Background: an optimization exercise with open tools, aiming at small area and few clock cycles. Do not read the settings as production practice.
At most, simulation tests tie the RTL to the original design; equivalence was not proved.
Power is estimated from default activity; no workload was simulated. The flow treats the clock pin as an ideal source, which a real chip does not have.

==> inputs of run K <==
==> flow/design.v (excerpt) <==
module sdp_rdma_top (
  input  logic        nvdla_core_clk,
  input  logic        nvdla_core_rstn,
  input  logic        csb_req_valid,
  output logic        csb_req_ready,
  input  logic        csb_req_write,
  input  logic [7:0]  csb_req_addr,
  input  logic [31:0] csb_req_wdata,
  output logic        csb_resp_valid,
  output logic        csb_resp_wr_ack,
  output logic [31:0] csb_resp_rdata,
  output logic        src_rd_req_valid,
  input  logic        src_rd_req_ready,
  output logic [31:0] src_rd_req_addr,
  input  logic        src_rd_rsp_valid,
  output logic        src_rd_rsp_ready,
  input  logic [63:0] src_rd_rsp_data,
  output logic        bs_rd_req_valid,
  input  logic        bs_rd_req_ready,
  output logic [31:0] bs_rd_req_addr,
  input  logic        bs_rd_rsp_valid,
  output logic        bs_rd_rsp_ready,
  input  logic [63:0] bs_rd_rsp_data,
  output logic        mrdma2cmux_valid,
  input  logic        mrdma2cmux_ready,
  output logic [63:0] mrdma2cmux_data,
  output logic        mrdma2cmux_last,
  output logic        brdma2dp_valid,
  input  logic        brdma2dp_ready,
  output logic [63:0] brdma2dp_data,
  output logic        brdma2dp_last
);
Settings: LEC_CHECK=0, CAP_MARGIN=20, CORE_MARGIN=2, CORE_UTILIZATION=65, SLEW_MARGIN=20; clock period 5.0 ns.
standard.sh (not shown) runs the stock make flow with config.mk's settings and CLKGATE_MAP_FILE= SYNTH_SCRIPT=/design/flow/synth_recipe.tcl, a recipe that flattens the netlist after the stock synthesis.
==> flow/flow/run.sh <==
#!/bin/bash
# Layout flow: the standard flow (standard.sh, unchanged synthesis) with two
# layout choices of its own:
#  - port buffers are sky130_fd_sc_hd__buf_1 instead of the default pick, so
#    every input and output still gets its own buffer, only a smaller one;
#  - clock tree synthesis without dummy loads, with its own buffer list and
#    sink clustering.
# Every tool's output goes to ORFS's own logs under orfs/logs; make's output
# goes to flow_make.log in the folder the flow runs in.
set -euo pipefail
cd "$(dirname "$0")/.."
bash standard.sh \
  "BUFFER_PORTS_ARGS=-buffer_cell sky130_fd_sc_hd__buf_1" \
  "CTS_ARGS=-sink_clustering_enable -repair_clock_nets -dont_use_dummy_load -buf_list {sky130_fd_sc_hd__clkbuf_16} -sink_clustering_size 30 -sink_clustering_max_diameter 100" \
  finish > flow_make.log 2>&1
==> inputs of run E, as changes to run K <==
--- a/flow/flow/run.sh
+++ b/flow/flow/run.sh
@@ -8,8 +8,8 @@
 # Every tool's output goes to ORFS's own logs under orfs/logs; make's output
 # goes to flow_make.log in the folder the flow runs in.
 set -euo pipefail
 cd "$(dirname "$0")/.."
 bash standard.sh \
   "BUFFER_PORTS_ARGS=-buffer_cell sky130_fd_sc_hd__buf_1" \
-  "CTS_ARGS=-sink_clustering_enable -repair_clock_nets -dont_use_dummy_load -buf_list {sky130_fd_sc_hd__clkbuf_16} -sink_clustering_size 30 -sink_clustering_max_diameter 100" \
+  "CTS_ARGS=-sink_clustering_enable -repair_clock_nets -dont_use_dummy_load -buf_list {sky130_fd_sc_hd__clkbuf_4} -sink_clustering_size 10 -sink_clustering_max_diameter 50" \
   finish > flow_make.log 2>&1
- CORE_UTILIZATION: 65 -> 40
==> inputs of run A, as changes to run K <==
--- a/flow/design.v
+++ b/flow/design.v
@@ -34,15 +34,12 @@
   input  logic        nvdla_core_clk,
   input  logic        nvdla_core_rstn,
   input  logic        start,
   input  logic [31:0] base,
   input  logic [31:0] stride,
   input  logic [12:0] count,
-  input  logic        base_v,      
-  input  logic        stride_v,    
-  input  logic        count_v,
   output logic        busy,        
   output logic        busy_next,   
   output logic        rd_req_valid,
   input  logic        rd_req_ready,
   output logic [31:0] rd_req_addr,
   input  logic        rd_rsp_valid,
@@ -88,25 +85,25 @@
       left <= '0;
       rq   <= '0;
       wp   <= '0;
       rp   <= '0;
     end else begin
       if (start) begin
-        left <= count_v ? count : '0;
+        left <= count;
       end else if (req_hs) begin
         left <= left - 1'b1;
       end
       if (req_hs) rq <= rq + 1'b1;
       if (rd_rsp_valid) wp <= wp + 1'b1;
       if (dp_hs) rp <= rp + 1'b1;
     end
   end
   always_ff @(posedge nvdla_core_clk) begin
     if (start) begin
-      addr <= base_v ? base : '0;
-    end else if (req_hs & stride_v) begin
+      addr <= base;
+    end else if (req_hs) begin
       addr <= addr + stride;
     end
     if (rd_rsp_valid) begin
       mem[wp[1:0]] <= rd_rsp_data;
     end
   end
@@ -128,72 +125,74 @@
   output logic [31:0] src_base,
   output logic [31:0] src_stride,
   output logic [12:0] src_count,
   output logic [31:0] bs_base,
   output logic [31:0] bs_stride,
   output logic [12:0] bs_count,
-  output logic [5:0]  written,    
   input  logic        src_busy,
   input  logic        bs_busy,
   input  logic        src_busy_next,
   input  logic        bs_busy_next
 );
   logic        flying_mode;
   logic        bs_disable;
   logic        wr_en;
   logic        start;
-  logic [7:0]  wr_sel;
   logic        resp_hit;    
   logic [2:0]  resp_sel;
   logic        resp_op;     
   assign wr_en     = csb_req_valid & csb_req_write;
   assign start     = wr_en & (csb_req_addr == 8'h00) & csb_req_wdata[0] &
                      ~(src_busy | bs_busy);
   assign src_start = start & ~flying_mode;
   assign bs_start  = start & ~bs_disable;
-  always_comb begin
-    for (int i = 0; i < 8; i++) wr_sel[i] = wr_en & (csb_req_addr == 8'(i));
-  end
   always_ff @(posedge nvdla_core_clk or negedge nvdla_core_rstn) begin
     if (!nvdla_core_rstn) begin
       flying_mode    <= 1'b0;
       bs_disable     <= 1'b0;
-      written        <= '0;
+      src_base       <= '0;
+      src_stride     <= '0;
+      src_count      <= '0;
+      bs_base        <= '0;
+      bs_stride      <= '0;
+      bs_count       <= '0;
       csb_resp_valid <= 1'b0;
     end else begin
       csb_resp_valid <= csb_req_valid;
-      if (wr_sel[1]) {bs_disable, flying_mode} <= csb_req_wdata[1:0];
-      written <= written | wr_sel[7:2];
+      if (wr_en) begin
+        case (csb_req_addr)
+          8'h01:       {bs_disable, flying_mode} <= csb_req_wdata[1:0];
+          8'h02:   src_base   <= csb_req_wdata;
+          8'h03: src_stride <= csb_req_wdata;
+          8'h04:  src_count  <= csb_req_wdata[12:0];
+          8'h05:    bs_base    <= csb_req_wdata;
+          8'h06:  bs_stride  <= csb_req_wdata;
+          8'h07:   bs_count   <= csb_req_wdata[12:0];
+          default:                  ;
+        endcase
+      end
     end
   end
   always_ff @(posedge nvdla_core_clk) begin
-    if (wr_sel[2]) src_base   <= csb_req_wdata;
-    if (wr_sel[3]) src_stride <= csb_req_wdata;
-    if (wr_sel[4]) src_count  <= csb_req_wdata[12:0];
-    if (wr_sel[5]) bs_base    <= csb_req_wdata;
-    if (wr_sel[6]) bs_stride  <= csb_req_wdata;
-    if (wr_sel[7]) bs_count   <= csb_req_wdata[12:0];
-  end
-  always_ff @(posedge nvdla_core_clk) begin
     csb_resp_wr_ack <= csb_req_write;
     resp_hit        <= ~csb_req_write & (csb_req_addr[7:3] == 5'd0);
     resp_sel        <= csb_req_addr[2:0];
     resp_op         <= src_busy_next | bs_busy_next;
   end
   always_comb begin
     csb_resp_rdata = '0;
     if (resp_hit) begin
       case (resp_sel)
         3'd0: csb_resp_rdata = {31'd0, resp_op};
         3'd1: csb_resp_rdata = {30'd0, bs_disable, flying_mode};
-        3'd2: csb_resp_rdata = written[0] ? src_base : '0;
-        3'd3: csb_resp_rdata = written[1] ? src_stride : '0;
-        3'd4: csb_resp_rdata = written[2] ? {19'd0, src_count} : '0;
-        3'd5: csb_resp_rdata = written[3] ? bs_base : '0;
-        3'd6: csb_resp_rdata = written[4] ? bs_stride : '0;
-        default: csb_resp_rdata = written[5] ? {19'd0, bs_count} : '0;
+        3'd2: csb_resp_rdata = src_base;
+        3'd3: csb_resp_rdata = src_stride;
+        3'd4: csb_resp_rdata = {19'd0, src_count};
+        3'd5: csb_resp_rdata = bs_base;
+        3'd6: csb_resp_rdata = bs_stride;
+        default: csb_resp_rdata = {19'd0, bs_count};
       endcase
     end
   end
 endmodule
 `timescale 1ns/10ps
 module sdp_rdma_top (
@@ -229,13 +228,12 @@
   output logic        brdma2dp_last
 );
   logic        src_start, bs_start;
   logic [31:0] src_base, src_stride, bs_base, bs_stride;
   logic [12:0] src_count, bs_count;
   logic        src_busy, bs_busy, src_busy_next, bs_busy_next;
-  logic [5:0]  written;
   assign csb_req_ready = 1'b1;   
   sdp_rdma_reg u_reg (
     .nvdla_core_clk  (nvdla_core_clk),
     .nvdla_core_rstn (nvdla_core_rstn),
     .csb_req_valid   (csb_req_valid),
     .csb_req_write   (csb_req_write),
@@ -249,28 +247,24 @@
     .src_base        (src_base),
     .src_stride      (src_stride),
     .src_count       (src_count),
     .bs_base         (bs_base),
     .bs_stride       (bs_stride),
     .bs_count        (bs_count),
-    .written         (written),
     .src_busy        (src_busy),
     .bs_busy         (bs_busy),
     .src_busy_next   (src_busy_next),
     .bs_busy_next    (bs_busy_next)
   );
   sdp_rdma_engine u_mrdma (
     .nvdla_core_clk  (nvdla_core_clk),
     .nvdla_core_rstn (nvdla_core_rstn),
     .start           (src_start),
     .base            (src_base),
     .stride          (src_stride),
     .count           (src_count),
-    .base_v          (written[0]),
-    .stride_v        (written[1]),
-    .count_v         (written[2]),
     .busy            (src_busy),
     .busy_next       (src_busy_next),
     .rd_req_valid    (src_rd_req_valid),
     .rd_req_ready    (src_rd_req_ready),
     .rd_req_addr     (src_rd_req_addr),
     .rd_rsp_valid    (src_rd_rsp_valid),
@@ -285,15 +279,12 @@
     .nvdla_core_clk  (nvdla_core_clk),
     .nvdla_core_rstn (nvdla_core_rstn),
     .start           (bs_start),
     .base            (bs_base),
     .stride          (bs_stride),
     .count           (bs_count),
-    .base_v          (written[3]),
-    .stride_v        (written[4]),
-    .count_v         (written[5]),
     .busy            (bs_busy),
     .busy_next       (bs_busy_next),
     .rd_req_valid    (bs_rd_req_valid),
     .rd_req_ready    (bs_rd_req_ready),
     .rd_req_addr     (bs_rd_req_addr),
     .rd_rsp_valid    (bs_rd_rsp_valid),
==> flow/run.sh (new file) <==
#!/bin/bash
# synth_recipe.tcl (not shown) runs the flow's synth.tcl, then flattens the netlist and writes it again
# the make line also repeats each setting of config.mk as NAME=value (left out here)
make -C /OpenROAD-flow-scripts/flow DESIGN_CONFIG=/design/flow/config.mk WORK_HOME=/design/flow/orfs CLKGATE_MAP_FILE= SYNTH_SCRIPT=/design/flow/synth_recipe.tcl finish
- CORE_UTILIZATION: 65 -> 40
- CTS_BUF_LIST: not set -> sky130_fd_sc_hd__clkbuf_8
- CTS_CLUSTER_SIZE: not set -> 16
removed: flow/flow/run.sh
removed: flow/standard.sh
==> metrics.md <==
| Metric | Value |
|---|---|
| Status | timing/DRC/antenna clean |
| CP Max Fanout | 12 |
| Top Consumer | registers |
| Largest net degree at the start of global routing | 66 |
| Register area share after synthesis | 69.21% |
| Clkbuf count | 30 |
| Clock Power | 0.00289 W |
| Plain + repair buffers | 450 |
| 1st-pass router iterations | 6 |
| Final Worst Setup Slack | 0.8667 ns |
| CP max stage delay | 0.80 ns |
| Clock network power share | 15.7% |
| GRT met1 Usage | 46.65% |
| Synth top area share | 64.93% |
| GR Util All Layers | 31.30% |
That was run K.
==> metrics.md <==
| Metric | Value |
|---|---|
| Register area share after synthesis | 69.21% |
| Clkbuf count | 102 |
| CP Max Fanout | 33 |
| Plain + repair buffers | 462 |
| Status | timing/DRC/antenna clean |
| Top Consumer | registers |
| Register bit total from synthesis | 789 |
| Synth top area share | 64.93% |
| Final Worst Setup Slack | 0.3408 ns |
| Clock network power share | 16.0% |
| CP max stage delay | 0.76 ns |
| 1st-pass router iterations | 5 |
| Largest net degree at the start of global routing | 68 |
| GR Util All Layers | 21.67% |
| Clock Power | 0.00298 W |
That was run E.
==> metrics.md <==
| Metric | Value |
|---|---|
| Status | timing/DRC/antenna clean |
| Final Worst Setup Slack | 0.2217 ns |
| Clock Power | 0.00566 W |
| Top Consumer | combinational cells |
| Clkbuf count | 144 |
| 1st-iter DRT viols | 1919 |
| Clock network power share | 22.1% |
| GR Util All Layers | 21.77% |
| Synth top cells by count | 576 x edfxtp_1, 309 x a22oi_1, 254 x nand2_1, 201 x dfrtp_1, 157 x mux2_2 |
| Largest net degree at the start of global routing | 128 |
| Register area share after synthesis | 65.41% |
| Plain + repair buffers | 455 |
| CP Max Fanout | 51 |
| Slew Viols, Final | 0 |
That was run A.
Testbench counts of run K, summed over its fixed seeds: cycles 62,552.
Testbench counts of run E, summed over its fixed seeds: cycles 62,552.
For run A, only the layout was checked, not whether the RTL still works.

==> inputs of job 676 <==
Another version of the RTL of sdp_rdma_top (not shown whole).
==> flow/config.mk <==
export PLATFORM = sky130hd
export DESIGN_NAME = sdp_rdma_top
export DESIGN_NICKNAME = sdp_rdma_top
export VERILOG_FILES = /design/flow/design.v
export SDC_FILE = /design/flow/constraint.sdc
export NUM_CORES = 4
export LEC_CHECK = 0
export CAP_MARGIN = 20
export CORE_MARGIN = 2
export CORE_UTILIZATION = 70
export SLEW_MARGIN = 20
==> flow/constraint.sdc <==
create_clock -name core_clock -period 5.0 [get_ports {nvdla_core_clk}]
set_input_delay 1.0000 -clock core_clock [delete_from_list [all_inputs] [get_ports {nvdla_core_clk}]]
set_output_delay 1.0000 -clock core_clock [all_outputs]
set_load 0.01 [all_outputs]
==> flow/flow/run.sh <==
#!/bin/bash
# Layout flow: the standard flow (standard.sh, unchanged synthesis) with two
# layout choices of its own:
#  - port buffers are sky130_fd_sc_hd__buf_1 instead of the default pick, so
#    every input and output still gets its own buffer, only a smaller one;
#  - clock tree synthesis without dummy loads, with its own buffer list and
#    sink clustering.
# Every tool's output goes to ORFS's own logs under orfs/logs; make's output
# goes to flow_make.log in the folder the flow runs in.
set -euo pipefail
cd "$(dirname "$0")/.."
bash standard.sh \
  "BUFFER_PORTS_ARGS=-buffer_cell sky130_fd_sc_hd__buf_1" \
  "CTS_ARGS=-sink_clustering_enable -repair_clock_nets -dont_use_dummy_load -buf_list {sky130_fd_sc_hd__clkbuf_16} -sink_clustering_size 30 -sink_clustering_max_diameter 100" \
  finish > flow_make.log 2>&1
==> job 2510: changes against job 676 <==
--- a/flow/design.v
+++ b/flow/design.v
@@ -32,47 +32,43 @@
 module sdp_rdma_engine
 (
   input  logic        nvdla_core_clk,
   input  logic        nvdla_core_rstn,
   input  logic        start,
   input  logic [31:0] base,
   input  logic [31:0] stride,
   input  logic [12:0] count,
-  input  logic        base_v,      
-  input  logic        stride_v,    
-  input  logic        count_v,
   output logic        busy,        
   output logic        busy_next,   
   output logic        rd_req_valid,
   input  logic        rd_req_ready,
   output logic [31:0] rd_req_addr,
   input  logic        rd_rsp_valid,
   output logic        rd_rsp_ready,
   input  logic [63:0] rd_rsp_data,
   output logic        dp_valid,
   input  logic        dp_ready,
   output logic [63:0] dp_data,
   output logic        dp_last
 );
   logic [31:0] addr;
   logic [12:0] left;        
-  logic        active;      
   logic [2:0]  rq;
   logic [2:0]  wp;
   logic [2:0]  rp;
   logic [63:0] mem [4];
   logic [2:0]  credit;
   logic        left_nz;
   logic        empty;
   logic        dp_hs;
   logic        req_hs;
   logic [3:0]  sel;
   assign credit   = rq - rp;
-  assign left_nz  = active & (left != '0);
+  assign left_nz  = (left != '0);
   assign empty    = (wp == rp);
   assign dp_valid = ~empty | rd_rsp_valid;
   always_comb begin
     for (int i = 0; i < 4; i++) sel[i] = ~empty & (rp[1:0] == 2'(i));
   end
   assign dp_data  = ({64{empty}}  & rd_rsp_data) |
                     ({64{sel[0]}} & mem[0]) | ({64{sel[1]}} & mem[1]) |
                     ({64{sel[2]}} & mem[2]) | ({64{sel[3]}} & mem[3]);
@@ -81,36 +77,35 @@
   assign rd_rsp_ready = 1'b1;
   assign rd_req_addr  = addr;
   assign rd_req_valid = left_nz & (~credit[2] | dp_hs);
   assign req_hs       = rd_req_valid & rd_req_ready;
   assign busy      = left_nz | (credit != 3'd0);
   assign busy_next = left_nz | (credit != {2'd0, dp_hs});
   always_ff @(posedge nvdla_core_clk or negedge nvdla_core_rstn) begin
     if (!nvdla_core_rstn) begin
-      active <= 1'b0;
+      left <= '0;
       rq   <= '0;
       wp   <= '0;
       rp   <= '0;
     end else begin
-      if (start) active <= 1'b1;
+      if (start) begin
+        left <= count;
+      end else if (req_hs) begin
+        left <= left - 1'b1;
+      end
       if (req_hs) rq <= rq + 1'b1;
       if (rd_rsp_valid) wp <= wp + 1'b1;
       if (dp_hs) rp <= rp + 1'b1;
     end
   end
   always_ff @(posedge nvdla_core_clk) begin
     if (start) begin
-      left <= count_v ? count : '0;
+      addr <= base;
     end else if (req_hs) begin
-      left <= left - 1'b1;
-    end
-    if (start) begin
-      addr <= base_v ? base : '0;
-    end else if (req_hs & stride_v) begin
       addr <= addr + stride;
     end
     if (rd_rsp_valid) begin
       mem[wp[1:0]] <= rd_rsp_data;
     end
   end
 endmodule
 `timescale 1ns/10ps
@@ -128,76 +123,78 @@
   output logic        src_start,
   output logic        bs_start,
   output logic [31:0] src_base,
   output logic [31:0] src_stride,
   output logic [12:0] src_count,
   output logic [31:0] bs_base,
   output logic [31:0] bs_stride,
   output logic [12:0] bs_count,
-  output logic [5:0]  written,    
   input  logic        src_busy,
   input  logic        bs_busy,
   input  logic        src_busy_next,
   input  logic        bs_busy_next
 );
   logic        flying_mode;
   logic        bs_disable;
   logic        wr_en;
   logic        start;
-  logic [7:0]  wr_sel;
   logic        resp_hit;    
   logic [2:0]  resp_sel;
   logic        resp_op;     
   assign wr_en     = csb_req_valid & csb_req_write;
   assign start     = wr_en & (csb_req_addr == 8'h00) & csb_req_wdata[0] &
                      ~(src_busy | bs_busy);
   assign src_start = start & ~flying_mode;
   assign bs_start  = start & ~bs_disable;
-  always_comb begin
-    for (int i = 0; i < 8; i++) wr_sel[i] = wr_en & (csb_req_addr == 8'(i));
-  end
   always_ff @(posedge nvdla_core_clk or negedge nvdla_core_rstn) begin
     if (!nvdla_core_rstn) begin
       flying_mode    <= 1'b0;
       bs_disable     <= 1'b0;
-      written        <= '0;
+      src_base       <= '0;
+      src_stride     <= '0;
+      src_count      <= '0;
+      bs_base        <= '0;
+      bs_stride      <= '0;
+      bs_count       <= '0;
       csb_resp_valid <= 1'b0;
     end else begin
       csb_resp_valid <= csb_req_valid;
-      if (wr_sel[1]) {bs_disable, flying_mode} <= csb_req_wdata[1:0];
-      written <= written | wr_sel[7:2];
+      if (wr_en) begin
+        case (csb_req_addr)
+          8'h01:       {bs_disable, flying_mode} <= csb_req_wdata[1:0];
+          8'h02:   src_base   <= csb_req_wdata;
+          8'h03: src_stride <= csb_req_wdata;
+          8'h04:  src_count  <= csb_req_wdata[12:0];
+          8'h05:    bs_base    <= csb_req_wdata;
+          8'h06:  bs_stride  <= csb_req_wdata;
+          8'h07:   bs_count   <= csb_req_wdata[12:0];
+          default:                  ;
+        endcase
+      end
     end
   end
   always_ff @(posedge nvdla_core_clk) begin
-    if (wr_sel[2]) src_base   <= csb_req_wdata;
-    if (wr_sel[3]) src_stride <= csb_req_wdata;
-    if (wr_sel[4]) src_count  <= csb_req_wdata[12:0];
-    if (wr_sel[5]) bs_base    <= csb_req_wdata;
-    if (wr_sel[6]) bs_stride  <= csb_req_wdata;
-    if (wr_sel[7]) bs_count   <= csb_req_wdata[12:0];
-  end
-  always_ff @(posedge nvdla_core_clk) begin
     csb_resp_wr_ack <= csb_req_write;
     resp_hit        <= ~csb_req_write & (csb_req_addr[7:3] == 5'd0);
     resp_sel        <= csb_req_addr[2:0];
     resp_op         <= src_busy_next | bs_busy_next;
   end
   always_comb begin
     csb_resp_rdata = '0;
     if (resp_hit) begin
       case (resp_sel)
         3'd0: csb_resp_rdata = {31'd0, resp_op};
         3'd1: csb_resp_rdata = {30'd0, bs_disable, flying_mode};
-        3'd2: csb_resp_rdata = written[0] ? src_base : '0;
-        3'd3: csb_resp_rdata = written[1] ? src_stride : '0;
-        3'd4: csb_resp_rdata = written[2] ? {19'd0, src_count} : '0;
-        3'd5: csb_resp_rdata = written[3] ? bs_base : '0;
-        3'd6: csb_resp_rdata = written[4] ? bs_stride : '0;
-        default: csb_resp_rdata = written[5] ? {19'd0, bs_count} : '0;
+        3'd2: csb_resp_rdata = src_base;
+        3'd3: csb_resp_rdata = src_stride;
+        3'd4: csb_resp_rdata = {19'd0, src_count};
+        3'd5: csb_resp_rdata = bs_base;
+        3'd6: csb_resp_rdata = bs_stride;
+        default: csb_resp_rdata = {19'd0, bs_count};
       endcase
     end
   end
 endmodule
 `timescale 1ns/10ps
 module sdp_rdma_top (
   input  logic        nvdla_core_clk,
   input  logic        nvdla_core_rstn,
@@ -229,17 +226,16 @@
   input  logic        brdma2dp_ready,
   output logic [63:0] brdma2dp_data,
   output logic        brdma2dp_last
 );
   logic        src_start, bs_start;
   logic [31:0] src_base, src_stride, bs_base, bs_stride;
   logic [12:0] src_count, bs_count;
   logic        src_busy, bs_busy, src_busy_next, bs_busy_next;
-  logic [5:0]  written;
   assign csb_req_ready = 1'b1;   
   sdp_rdma_reg u_reg (
     .nvdla_core_clk  (nvdla_core_clk),
     .nvdla_core_rstn (nvdla_core_rstn),
     .csb_req_valid   (csb_req_valid),
     .csb_req_write   (csb_req_write),
     .csb_req_addr    (csb_req_addr),
     .csb_req_wdata   (csb_req_wdata),
@@ -249,32 +245,28 @@
     .src_start       (src_start),
     .bs_start        (bs_start),
     .src_base        (src_base),
     .src_stride      (src_stride),
     .src_count       (src_count),
     .bs_base         (bs_base),
     .bs_stride       (bs_stride),
     .bs_count        (bs_count),
-    .written         (written),
     .src_busy        (src_busy),
     .bs_busy         (bs_busy),
     .src_busy_next   (src_busy_next),
     .bs_busy_next    (bs_busy_next)
   );
   sdp_rdma_engine u_mrdma (
     .nvdla_core_clk  (nvdla_core_clk),
     .nvdla_core_rstn (nvdla_core_rstn),
     .start           (src_start),
     .base            (src_base),
     .stride          (src_stride),
     .count           (src_count),
-    .base_v          (written[0]),
-    .stride_v        (written[1]),
-    .count_v         (written[2]),
     .busy            (src_busy),
     .busy_next       (src_busy_next),
     .rd_req_valid    (src_rd_req_valid),
     .rd_req_ready    (src_rd_req_ready),
     .rd_req_addr     (src_rd_req_addr),
     .rd_rsp_valid    (src_rd_rsp_valid),
     .rd_rsp_ready    (src_rd_rsp_ready),
     .rd_rsp_data     (src_rd_rsp_data),
@@ -285,19 +277,16 @@
   );
   sdp_rdma_engine u_brdma (
     .nvdla_core_clk  (nvdla_core_clk),
     .nvdla_core_rstn (nvdla_core_rstn),
     .start           (bs_start),
     .base            (bs_base),
     .stride          (bs_stride),
     .count           (bs_count),
-    .base_v          (written[3]),
-    .stride_v        (written[4]),
-    .count_v         (written[5]),
     .busy            (bs_busy),
     .busy_next       (bs_busy_next),
     .rd_req_valid    (bs_rd_req_valid),
     .rd_req_ready    (bs_rd_req_ready),
     .rd_req_addr     (bs_rd_req_addr),
     .rd_rsp_valid    (bs_rd_rsp_valid),
     .rd_rsp_ready    (bs_rd_rsp_ready),
     .rd_rsp_data     (bs_rd_rsp_data),
==> flow/run.sh (new file) <==
#!/bin/bash
# synth_recipe.tcl (not shown) runs the flow's synth.tcl, then flattens the netlist and writes it again
# the make line also repeats each setting of config.mk as NAME=value (left out here)
make -C /OpenROAD-flow-scripts/flow DESIGN_CONFIG=/design/flow/config.mk WORK_HOME=/design/flow/orfs CLKGATE_MAP_FILE= SYNTH_SCRIPT=/design/flow/synth_recipe.tcl finish
Settings changed: CORE_UTILIZATION 70 to 40.
removed: flow/flow/run.sh
removed: flow/standard.sh
==> job 8051: changes against job 676 <==
--- a/flow/design.v
+++ b/flow/design.v
@@ -32,47 +32,43 @@
 module sdp_rdma_engine
 (
   input  logic        nvdla_core_clk,
   input  logic        nvdla_core_rstn,
   input  logic        start,
   input  logic [31:0] base,
   input  logic [31:0] stride,
   input  logic [12:0] count,
-  input  logic        base_v,      
-  input  logic        stride_v,    
-  input  logic        count_v,
   output logic        busy,        
   output logic        busy_next,   
   output logic        rd_req_valid,
   input  logic        rd_req_ready,
   output logic [31:0] rd_req_addr,
   input  logic        rd_rsp_valid,
   output logic        rd_rsp_ready,
   input  logic [63:0] rd_rsp_data,
   output logic        dp_valid,
   input  logic        dp_ready,
   output logic [63:0] dp_data,
   output logic        dp_last
 );
   logic [31:0] addr;
   logic [12:0] left;        
-  logic        active;      
   logic [2:0]  rq;
   logic [2:0]  wp;
   logic [2:0]  rp;
   logic [63:0] mem [4];
   logic [2:0]  credit;
   logic        left_nz;
   logic        empty;
   logic        dp_hs;
   logic        req_hs;
   logic [3:0]  sel;
   assign credit   = rq - rp;
-  assign left_nz  = active & (left != '0);
+  assign left_nz  = (left != '0);
   assign empty    = (wp == rp);
   assign dp_valid = ~empty | rd_rsp_valid;
   always_comb begin
     for (int i = 0; i < 4; i++) sel[i] = ~empty & (rp[1:0] == 2'(i));
   end
   assign dp_data  = ({64{empty}}  & rd_rsp_data) |
                     ({64{sel[0]}} & mem[0]) | ({64{sel[1]}} & mem[1]) |
                     ({64{sel[2]}} & mem[2]) | ({64{sel[3]}} & mem[3]);
@@ -81,36 +77,35 @@
   assign rd_rsp_ready = 1'b1;
   assign rd_req_addr  = addr;
   assign rd_req_valid = left_nz & (~credit[2] | dp_hs);
   assign req_hs       = rd_req_valid & rd_req_ready;
   assign busy      = left_nz | (credit != 3'd0);
   assign busy_next = left_nz | (credit != {2'd0, dp_hs});
   always_ff @(posedge nvdla_core_clk or negedge nvdla_core_rstn) begin
     if (!nvdla_core_rstn) begin
-      active <= 1'b0;
+      left <= '0;
       rq   <= '0;
       wp   <= '0;
       rp   <= '0;
     end else begin
-      if (start) active <= 1'b1;
+      if (start) begin
+        left <= count;
+      end else if (req_hs) begin
+        left <= left - 1'b1;
+      end
       if (req_hs) rq <= rq + 1'b1;
       if (rd_rsp_valid) wp <= wp + 1'b1;
       if (dp_hs) rp <= rp + 1'b1;
     end
   end
   always_ff @(posedge nvdla_core_clk) begin
     if (start) begin
-      left <= count_v ? count : '0;
+      addr <= base;
     end else if (req_hs) begin
-      left <= left - 1'b1;
-    end
-    if (start) begin
-      addr <= base_v ? base : '0;
-    end else if (req_hs & stride_v) begin
       addr <= addr + stride;
     end
     if (rd_rsp_valid) begin
       mem[wp[1:0]] <= rd_rsp_data;
     end
   end
 endmodule
 `timescale 1ns/10ps
@@ -128,76 +123,78 @@
   output logic        src_start,
   output logic        bs_start,
   output logic [31:0] src_base,
   output logic [31:0] src_stride,
   output logic [12:0] src_count,
   output logic [31:0] bs_base,
   output logic [31:0] bs_stride,
   output logic [12:0] bs_count,
-  output logic [5:0]  written,    
   input  logic        src_busy,
   input  logic        bs_busy,
   input  logic        src_busy_next,
   input  logic        bs_busy_next
 );
   logic        flying_mode;
   logic        bs_disable;
   logic        wr_en;
   logic        start;
-  logic [7:0]  wr_sel;
   logic        resp_hit;    
   logic [2:0]  resp_sel;
   logic        resp_op;     
   assign wr_en     = csb_req_valid & csb_req_write;
   assign start     = wr_en & (csb_req_addr == 8'h00) & csb_req_wdata[0] &
                      ~(src_busy | bs_busy);
   assign src_start = start & ~flying_mode;
   assign bs_start  = start & ~bs_disable;
-  always_comb begin
-    for (int i = 0; i < 8; i++) wr_sel[i] = wr_en & (csb_req_addr == 8'(i));
-  end
   always_ff @(posedge nvdla_core_clk or negedge nvdla_core_rstn) begin
     if (!nvdla_core_rstn) begin
       flying_mode    <= 1'b0;
       bs_disable     <= 1'b0;
-      written        <= '0;
+      src_base       <= '0;
+      src_stride     <= '0;
+      src_count      <= '0;
+      bs_base        <= '0;
+      bs_stride      <= '0;
+      bs_count       <= '0;
       csb_resp_valid <= 1'b0;
     end else begin
       csb_resp_valid <= csb_req_valid;
-      if (wr_sel[1]) {bs_disable, flying_mode} <= csb_req_wdata[1:0];
-      written <= written | wr_sel[7:2];
+      if (wr_en) begin
+        case (csb_req_addr)
+          8'h01:       {bs_disable, flying_mode} <= csb_req_wdata[1:0];
+          8'h02:   src_base   <= csb_req_wdata;
+          8'h03: src_stride <= csb_req_wdata;
+          8'h04:  src_count  <= csb_req_wdata[12:0];
+          8'h05:    bs_base    <= csb_req_wdata;
+          8'h06:  bs_stride  <= csb_req_wdata;
+          8'h07:   bs_count   <= csb_req_wdata[12:0];
+          default:                  ;
+        endcase
+      end
     end
   end
   always_ff @(posedge nvdla_core_clk) begin
-    if (wr_sel[2]) src_base   <= csb_req_wdata;
-    if (wr_sel[3]) src_stride <= csb_req_wdata;
-    if (wr_sel[4]) src_count  <= csb_req_wdata[12:0];
-    if (wr_sel[5]) bs_base    <= csb_req_wdata;
-    if (wr_sel[6]) bs_stride  <= csb_req_wdata;
-    if (wr_sel[7]) bs_count   <= csb_req_wdata[12:0];
-  end
-  always_ff @(posedge nvdla_core_clk) begin
     csb_resp_wr_ack <= csb_req_write;
     resp_hit        <= ~csb_req_write & (csb_req_addr[7:3] == 5'd0);
     resp_sel        <= csb_req_addr[2:0];
     resp_op         <= src_busy_next | bs_busy_next;
   end
   always_comb begin
     csb_resp_rdata = '0;
     if (resp_hit) begin
       case (resp_sel)
         3'd0: csb_resp_rdata = {31'd0, resp_op};
         3'd1: csb_resp_rdata = {30'd0, bs_disable, flying_mode};
-        3'd2: csb_resp_rdata = written[0] ? src_base : '0;
-        3'd3: csb_resp_rdata = written[1] ? src_stride : '0;
-        3'd4: csb_resp_rdata = written[2] ? {19'd0, src_count} : '0;
-        3'd5: csb_resp_rdata = written[3] ? bs_base : '0;
-        3'd6: csb_resp_rdata = written[4] ? bs_stride : '0;
-        default: csb_resp_rdata = written[5] ? {19'd0, bs_count} : '0;
+        3'd2: csb_resp_rdata = src_base;
+        3'd3: csb_resp_rdata = src_stride;
+        3'd4: csb_resp_rdata = {19'd0, src_count};
+        3'd5: csb_resp_rdata = bs_base;
+        3'd6: csb_resp_rdata = bs_stride;
+        default: csb_resp_rdata = {19'd0, bs_count};
       endcase
     end
   end
 endmodule
 `timescale 1ns/10ps
 module sdp_rdma_top (
   input  logic        nvdla_core_clk,
   input  logic        nvdla_core_rstn,
@@ -229,17 +226,16 @@
   input  logic        brdma2dp_ready,
   output logic [63:0] brdma2dp_data,
   output logic        brdma2dp_last
 );
   logic        src_start, bs_start;
   logic [31:0] src_base, src_stride, bs_base, bs_stride;
   logic [12:0] src_count, bs_count;
   logic        src_busy, bs_busy, src_busy_next, bs_busy_next;
-  logic [5:0]  written;
   assign csb_req_ready = 1'b1;   
   sdp_rdma_reg u_reg (
     .nvdla_core_clk  (nvdla_core_clk),
     .nvdla_core_rstn (nvdla_core_rstn),
     .csb_req_valid   (csb_req_valid),
     .csb_req_write   (csb_req_write),
     .csb_req_addr    (csb_req_addr),
     .csb_req_wdata   (csb_req_wdata),
@@ -249,32 +245,28 @@
     .src_start       (src_start),
     .bs_start        (bs_start),
     .src_base        (src_base),
     .src_stride      (src_stride),
     .src_count       (src_count),
     .bs_base         (bs_base),
     .bs_stride       (bs_stride),
     .bs_count        (bs_count),
-    .written         (written),
     .src_busy        (src_busy),
     .bs_busy         (bs_busy),
     .src_busy_next   (src_busy_next),
     .bs_busy_next    (bs_busy_next)
   );
   sdp_rdma_engine u_mrdma (
     .nvdla_core_clk  (nvdla_core_clk),
     .nvdla_core_rstn (nvdla_core_rstn),
     .start           (src_start),
     .base            (src_base),
     .stride          (src_stride),
     .count           (src_count),
-    .base_v          (written[0]),
-    .stride_v        (written[1]),
-    .count_v         (written[2]),
     .busy            (src_busy),
     .busy_next       (src_busy_next),
     .rd_req_valid    (src_rd_req_valid),
     .rd_req_ready    (src_rd_req_ready),
     .rd_req_addr     (src_rd_req_addr),
     .rd_rsp_valid    (src_rd_rsp_valid),
     .rd_rsp_ready    (src_rd_rsp_ready),
     .rd_rsp_data     (src_rd_rsp_data),
@@ -285,19 +277,16 @@
   );
   sdp_rdma_engine u_brdma (
     .nvdla_core_clk  (nvdla_core_clk),
     .nvdla_core_rstn (nvdla_core_rstn),
     .start           (bs_start),
     .base            (bs_base),
     .stride          (bs_stride),
     .count           (bs_count),
-    .base_v          (written[3]),
-    .stride_v        (written[4]),
-    .count_v         (written[5]),
     .busy            (bs_busy),
     .busy_next       (bs_busy_next),
     .rd_req_valid    (bs_rd_req_valid),
     .rd_req_ready    (bs_rd_req_ready),
     .rd_req_addr     (bs_rd_req_addr),
     .rd_rsp_valid    (bs_rd_rsp_valid),
     .rd_rsp_ready    (bs_rd_rsp_ready),
     .rd_rsp_data     (bs_rd_rsp_data),
==> flow/flow/run.sh (replaced) <==
#!/bin/bash
# Layout flow: the standard flow (standard.sh, unchanged synthesis) with two
# layout choices of its own:
#  - port buffers are sky130_fd_sc_hd__buf_1 instead of the default pick, so
#    every input and output still gets its own buffer, only a smaller one;
#  - clock tree synthesis runs without dummy loads and with small clock buffers.
# Every tool's output goes to ORFS's own logs under orfs/logs; make's output
# goes to flow_make.log here.
set -euo pipefail
cd "$(dirname "$0")/.."
bash standard.sh \
  "BUFFER_PORTS_ARGS=-buffer_cell sky130_fd_sc_hd__buf_1" \
  "CTS_ARGS=-sink_clustering_enable -repair_clock_nets -dont_use_dummy_load -buf_list {sky130_fd_sc_hd__clkbuf_4 sky130_fd_sc_hd__clkbuf_8}" \
  finish > flow_make.log 2>&1
Settings changed: CORE_UTILIZATION 70 to 40.
==> results.txt <==
- Against job 2510, the flip-flop and latch count of job 676 is higher by 8.
- Fmax: job 2510 is smaller than job 8051 (7.9%).
- Combinational power, lowest first: job 676, job 8051, job 2510.
- In job 676 the sequential power is lower than in job 8051, by 7.7%.
- In non-clock buffer count, job 676 and job 2510 do not differ.
- First-iteration DRC count: job 2510 < job 8051 < job 676.
- Sequential share of layout area: job 2510 < job 8051 < job 676.
- Job 676 finished clean. Job 8051 completed with no timing, DRC or antenna violations. Job 2510 passed the timing, DRC and antenna checks.
Testbench counts of job 676, summed over its fixed seeds: cycles 62,552.
Function not checked in job 2510 and job 8051: the RTL went through the layout flow alone.

-- separate check: timing with driven ports --
No port has a modelled driver above. Below, the same layouts with a new extraction and two added sets of constraints. Step 1 sets driving cells, clkbuf_16 on the clock port and buf_2 on the other inputs (assumed; they add their load-dependent delay and slew). Step 2, shift: input delay + t, output delay - t, t = (earliest + latest rising clock arrival at the registers) / 2. This alone moves slack from input paths to output paths. Three values: ideal ports, drivers, drivers and shift; two values: the first two.
run | shift t [ns] | setup WS [ns] | slew at the worst register clock pin (ns)
run K | 0.683 | 0.867 / 0.801 / 0.901 | 0.12 / 0.12
run E | 0.972 | 0.341 / 0.271 / 0.701 | 0.12 / 0.12
run A | 0.832 | 0.222 / 0.161 / 0.920 | 0.07 / 0.07
job 676 | 0.681 | 0.504 / 0.446 / 1.003 | 0.12 / 0.12
job 2510 | 0.700 | 0.238 / 0.173 / 0.872 | 0.06 / 0.06
job 8051 | 0.804 | 0.613 / 0.543 / 0.844 | 0.06 / 0.06
After both steps every run listed still meets setup and hold.
